What follows belongs to an exercise in optimizing a design on an open flow for small area, a short achievable clock period and few clock cycles per item; a production flow would make more cautious choices. Function was checked by simulation only, so behaviour that the tests miss may differ from the original.

Setup of exp/tundra:
// mul_unit_top
module mul_unit_top
(
  input  logic        clk,
  input  logic        rst_n,
  input  logic        in_valid,
  output logic        in_ready,
  input  logic [31:0] in_a,
  input  logic [31:0] in_b,
  input  logic [7:0]  in_tag,
  output logic        out_valid,
  input  logic        out_ready,
  output logic [63:0] out_product,
  output logic [7:0]  out_tag
);
  mul_pipeline u_pipe (
    .clk         (clk),
    .rst_n       (rst_n),
    .in_valid    (in_valid),
    .in_ready    (in_ready),
    .in_a        (in_a),
    .in_b        (in_b),
    .in_tag      (in_tag),
    .out_valid   (out_valid),
    .out_ready   (out_ready),
    .out_product (out_product),
    .out_tag     (out_tag)
  );
endmodule
Size: ~2900 cells after synthesis, about 150 I/O pins.
Settings: LEC_CHECK=0, ABC_CLOCK_PERIOD_IN_PS=6000, CAP_MARGIN=50, CORE_MARGIN=2, CORE_UTILIZATION=65, CTS_CLUSTER_DIAMETER=90, CTS_CLUSTER_SIZE=28, GPL_TIMING_DRIVEN=1, SLEW_MARGIN=60, SYNTH_HIERARCHICAL=1; clock period 26.0 ns.
standard.sh (not shown) runs the stock make flow with config.mk's settings and CLKGATE_MAP_FILE= SYNTH_SCRIPT=/design/flow/synth_recipe.tcl, a recipe that flattens the netlist after the stock synthesis.
==> flow/flow/run.sh <==
#!/bin/bash
set -euo pipefail
export BUFFER_PORTS_ARGS="-buffer_cell sky130_fd_sc_hd__buf_2"
export POST_RESIZE_TCL="$(pwd)/flow/rebuffer.tcl"
bash standard.sh finish > standard.log 2>&1
==> flow/flow/rebuffer.tcl <==
proc my_esc { name } {
  return [string map [list "\[" "\\\[" "\]" "\\\]"] $name]
}

proc my_rebuffer { cell } {
  set block [ord::get_db_block]
  set n 0
  foreach inst [$block getInsts] {
    set name [$inst getName]
    if { ![string match "u_pipe.s1_a*" $name] && ![string match "u_pipe.s1_one*" $name] \
         && ![string match "u_pipe.s1_two*" $name] && ![string match "u_pipe.s1_neg*" $name] } { continue }
    set qterm [$inst findITerm Q]
    if { $qterm == "NULL" } { continue }
    set net [$qterm getNet]
    if { $net == "NULL" } { continue }
    # strip buffers hanging off this net (repeatedly, for multi-level trees)
    for {set pass 0} {$pass < 4} {incr pass} {
      set bufs {}
      foreach it [$net getITerms] {
        set li [$it getInst]
        if { $li == $inst } { continue }
        set m [[$li getMaster] getName]
        if { [string match "sky130_fd_sc_hd__buf_*" $m] || [string match "sky130_fd_sc_hd__clkbuf_*" $m] } {
          set c [get_cells -quiet [$li getName]]
          if { [llength $c] == 1 } { lappend bufs $c }
        }
      }
      if { [llength $bufs] == 0 } { break }
      foreach b $bufs { remove_buffers $b }
    }
    set loads 0
    foreach it [$net getITerms] { if { [$it isInputSignal] } { incr loads } }
    if { $loads < 6 } { continue }
    set loc [$inst getLocation]
    set x [expr { [lindex $loc 0] / 1000.0 }]
    set y [expr { [lindex $loc 1] / 1000.0 }]
    insert_buffer -net [get_nets [$net getName]] -buffer_cell $cell -location [list $x $y]
    incr n
  }
  puts "my_rebuffer: buffered $n operand nets with $cell"
}

# Multiplier cells whose output net matches pattern and spans more than
# min_len_um (half perimeter of its pins) get the next drive strength up.
proc my_upsize_long { min_len_um pattern } {
  set block [ord::get_db_block]
  set dbu [$block getDbUnitsPerMicron]
  array set up {
    sky130_fd_sc_hd__nor2_1   sky130_fd_sc_hd__nor2_2
    sky130_fd_sc_hd__nand2_1  sky130_fd_sc_hd__nand2_2
    sky130_fd_sc_hd__o21ai_0  sky130_fd_sc_hd__o21ai_2
    sky130_fd_sc_hd__o21ai_1  sky130_fd_sc_hd__o21ai_2
    sky130_fd_sc_hd__a21oi_1  sky130_fd_sc_hd__a21oi_2
    sky130_fd_sc_hd__inv_1    sky130_fd_sc_hd__inv_2
    sky130_fd_sc_hd__clkinv_1 sky130_fd_sc_hd__clkinv_2
    sky130_fd_sc_hd__fa_1     sky130_fd_sc_hd__fa_2
    sky130_fd_sc_hd__ha_1     sky130_fd_sc_hd__ha_2
    sky130_fd_sc_hd__xnor2_1  sky130_fd_sc_hd__xnor2_2
    sky130_fd_sc_hd__xor2_1   sky130_fd_sc_hd__xor2_2
    sky130_fd_sc_hd__a22oi_1  sky130_fd_sc_hd__a22oi_2
  }
  set n 0
  foreach net [$block getNets] {
    if { ![string match $pattern [$net getName]] } { continue }
    set drv ""
    set xs {}
    set ys {}
    foreach it [$net getITerms] {
      set inst [$it getInst]
      set loc [$inst getLocation]
      lappend xs [lindex $loc 0]
      lappend ys [lindex $loc 1]
      if { [$it isOutputSignal] } { set drv $inst }
    }
    if { $drv == "" || [llength $xs] < 2 } { continue }
    set len [expr { ([tcl::mathfunc::max {*}$xs] - [tcl::mathfunc::min {*}$xs] + [tcl::mathfunc::max {*}$ys] - [tcl::mathfunc::min {*}$ys]) / double($dbu) }]
    if { $len < $min_len_um } { continue }
    set m [[$drv getMaster] getName]
    if { ![info exists up($m)] } { continue }
    replace_cell [get_cells [$drv getName]] $up($m)
    incr n
  }
  puts "my_upsize_long: upsized $n cells on $pattern nets over $min_len_um um"
}

# Each output port's buffer sits next to the register that drives it, so the
# register sees a short wire and the buffer drives the route to the pin.
proc my_pull_output_buffers { } {
  set block [ord::get_db_block]
  set n 0
  foreach bterm [$block getBTerms] {
    if { [$bterm getIoType] != "OUTPUT" } { continue }
    set pnet [$bterm getNet]
    if { $pnet == "NULL" } { continue }
    foreach it [$pnet getITerms] {
      if { ![$it isOutputSignal] } { continue }
      set buf [$it getInst]
      set inet [[$buf findITerm A] getNet]
      if { $inet == "NULL" } { continue }
      foreach dit [$inet getITerms] {
        if { ![$dit isOutputSignal] } { continue }
        set drv [$dit getInst]
        set loc [$drv getLocation]
        $buf setLocation [lindex $loc 0] [lindex $loc 1]
        incr n
      }
    }
  }
  puts "my_pull_output_buffers: moved $n output buffers"
}

my_rebuffer sky130_fd_sc_hd__buf_6
my_upsize_long 40 u_pipe.u_mul.k*
my_pull_output_buffers
Testbench counts of exp/tundra, summed over its fixed seeds: cycles 16,016, items 16,000.
Changes in exp/cedar relative to exp/tundra:
--- a/flow/flow/rebuffer.tcl
+++ b/flow/flow/rebuffer.tcl
@@ -112,3 +112,3 @@
 my_rebuffer sky130_fd_sc_hd__buf_6
-my_upsize_long 40 u_pipe.u_mul.k*
+my_upsize_long 30 u_pipe.u_mul.k*
 my_pull_output_buffers
Re wire length of the first global-routing pass: exp/cedar is about 0.6% down on exp/tundra.
In the tables for exp/tundra and exp/cedar, met1 routing resource usage after global routing reads lower with exp/cedar.
exp/cedar completed; timing, DRC and antenna clean
~same ratio of final minimum period to clock period in exp/tundra and exp/cedar
The final reports for exp/cedar and exp/tundra show synthesis-to-layout area growth higher in the former.
Comparing exp/cedar with exp/tundra, the register-to-register slack came out essentially unchanged.
In exp/cedar, the routed wire length came out about 0.36% below the value in exp/tundra.
Summary of the comparison: overall routing resource usage is lower in exp/cedar, relative to exp/tundra.
On fmax, exp/tundra and exp/cedar are basically level.
Here is what was changed in the inputs of exp/onyx compared with exp/cedar.
--- a/flow/flow/rebuffer.tcl
+++ b/flow/flow/rebuffer.tcl
@@ -85,30 +85,3 @@
 
-# Each output port's buffer sits next to the register that drives it, so the
-# register sees a short wire and the buffer drives the route to the pin.
-proc my_pull_output_buffers { } {
-  set block [ord::get_db_block]
-  set n 0
-  foreach bterm [$block getBTerms] {
-    if { [$bterm getIoType] != "OUTPUT" } { continue }
-    set pnet [$bterm getNet]
-    if { $pnet == "NULL" } { continue }
-    foreach it [$pnet getITerms] {
-      if { ![$it isOutputSignal] } { continue }
-      set buf [$it getInst]
-      set inet [[$buf findITerm A] getNet]
-      if { $inet == "NULL" } { continue }
-      foreach dit [$inet getITerms] {
-        if { ![$dit isOutputSignal] } { continue }
-        set drv [$dit getInst]
-        set loc [$drv getLocation]
-        $buf setLocation [lindex $loc 0] [lindex $loc 1]
-        incr n
-      }
-    }
-  }
-  puts "my_pull_output_buffers: moved $n output buffers"
-}
-
-my_rebuffer sky130_fd_sc_hd__buf_6
-my_upsize_long 30 u_pipe.u_mul.k*
-my_pull_output_buffers
+my_rebuffer sky130_fd_sc_hd__buf_4
+my_upsize_long 40 u_pipe.u_mul.k*
### Flow results
Comparing exp/cedar and exp/onyx, the higher share of the clock period used by the worst path after layout was measured on exp/onyx. exp/onyx ended up with met4 as its uppermost layer routed; exp/cedar ended up with met5. Diff exp/cedar..exp/onyx | die outline width | unchanged. Share of layout cells above drive strength 1, exp/cedar and exp/onyx: higher on exp/cedar. Between exp/onyx and exp/cedar, it is exp/onyx whose delay of the slowest cell on the worst path is higher, by 0.06 ns. Compared with exp/cedar, length of routed met3 wiring in exp/onyx increased slightly. Taking exp/cedar as the reference, in exp/onyx reg2reg setup slack lost 0.10 ns, sequential share of layout area moved up.
Edits applied to the flow inputs when going from exp/onyx to exp/yarrow:
--- a/flow/flow/rebuffer.tcl
+++ b/flow/flow/rebuffer.tcl
@@ -85,3 +85,30 @@
 
-my_rebuffer sky130_fd_sc_hd__buf_4
+# Each output port's buffer sits next to the register that drives it, so the
+# register sees a short wire and the buffer drives the route to the pin.
+proc my_pull_output_buffers { } {
+  set block [ord::get_db_block]
+  set n 0
+  foreach bterm [$block getBTerms] {
+    if { [$bterm getIoType] != "OUTPUT" } { continue }
+    set pnet [$bterm getNet]
+    if { $pnet == "NULL" } { continue }
+    foreach it [$pnet getITerms] {
+      if { ![$it isOutputSignal] } { continue }
+      set buf [$it getInst]
+      set inet [[$buf findITerm A] getNet]
+      if { $inet == "NULL" } { continue }
+      foreach dit [$inet getITerms] {
+        if { ![$dit isOutputSignal] } { continue }
+        set drv [$dit getInst]
+        set loc [$drv getLocation]
+        $buf setLocation [lindex $loc 0] [lindex $loc 1]
+        incr n
+      }
+    }
+  }
+  puts "my_pull_output_buffers: moved $n output buffers"
+}
+
+my_rebuffer sky130_fd_sc_hd__buf_8
 my_upsize_long 40 u_pipe.u_mul.k*
+my_pull_output_buffers
### Flow results
exp/yarrow vs exp/onyx, post-placement cell area went up by 610 µm². When exp/yarrow is set beside exp/onyx, its global-route wire length before repair turns out to be 650 µm larger. The final reports for exp/yarrow and exp/onyx show synthesis-to-layout area growth higher in the former.

## port drivers added, routing unchanged
No port has a modelled driver above. Below, the same layouts with a new extraction and two added sets of constraints. Step 1 sets driving cells, clkbuf_16 on the clock port and buf_2 on the other inputs (assumed; they add their load-dependent delay and slew). Step 2 also shifts input and output timing later by t, the mid clock arrival at the registers, as if the neighbouring blocks saw the same clock. Slacks: ideal ports / drivers / drivers and shift; pairs: ideal ports / drivers.
| run | t, ns | setup WS [ns] | hold slack, ns |
|---|---|---|---|
| exp/tundra | 0.587 | 19.716 / 19.655 / 19.389 | 0.406 / 0.406 / 0.406 |
| exp/cedar | 0.591 | 19.717 / 19.655 / 19.355 | 0.427 / 0.427 / 0.427 |
| exp/onyx | 0.591 | 19.656 / 19.591 / 19.371 | 0.428 / 0.428 / 0.428 |
| exp/yarrow | 0.591 | 19.703 / 19.644 / 19.387 | 0.426 / 0.426 / 0.426 |
After both steps setup and hold are still met in every run listed. For exp/cedar, which loses most, drivers alone change the setup slack by -0.062 ns; drivers and shift together by -0.362 ns.
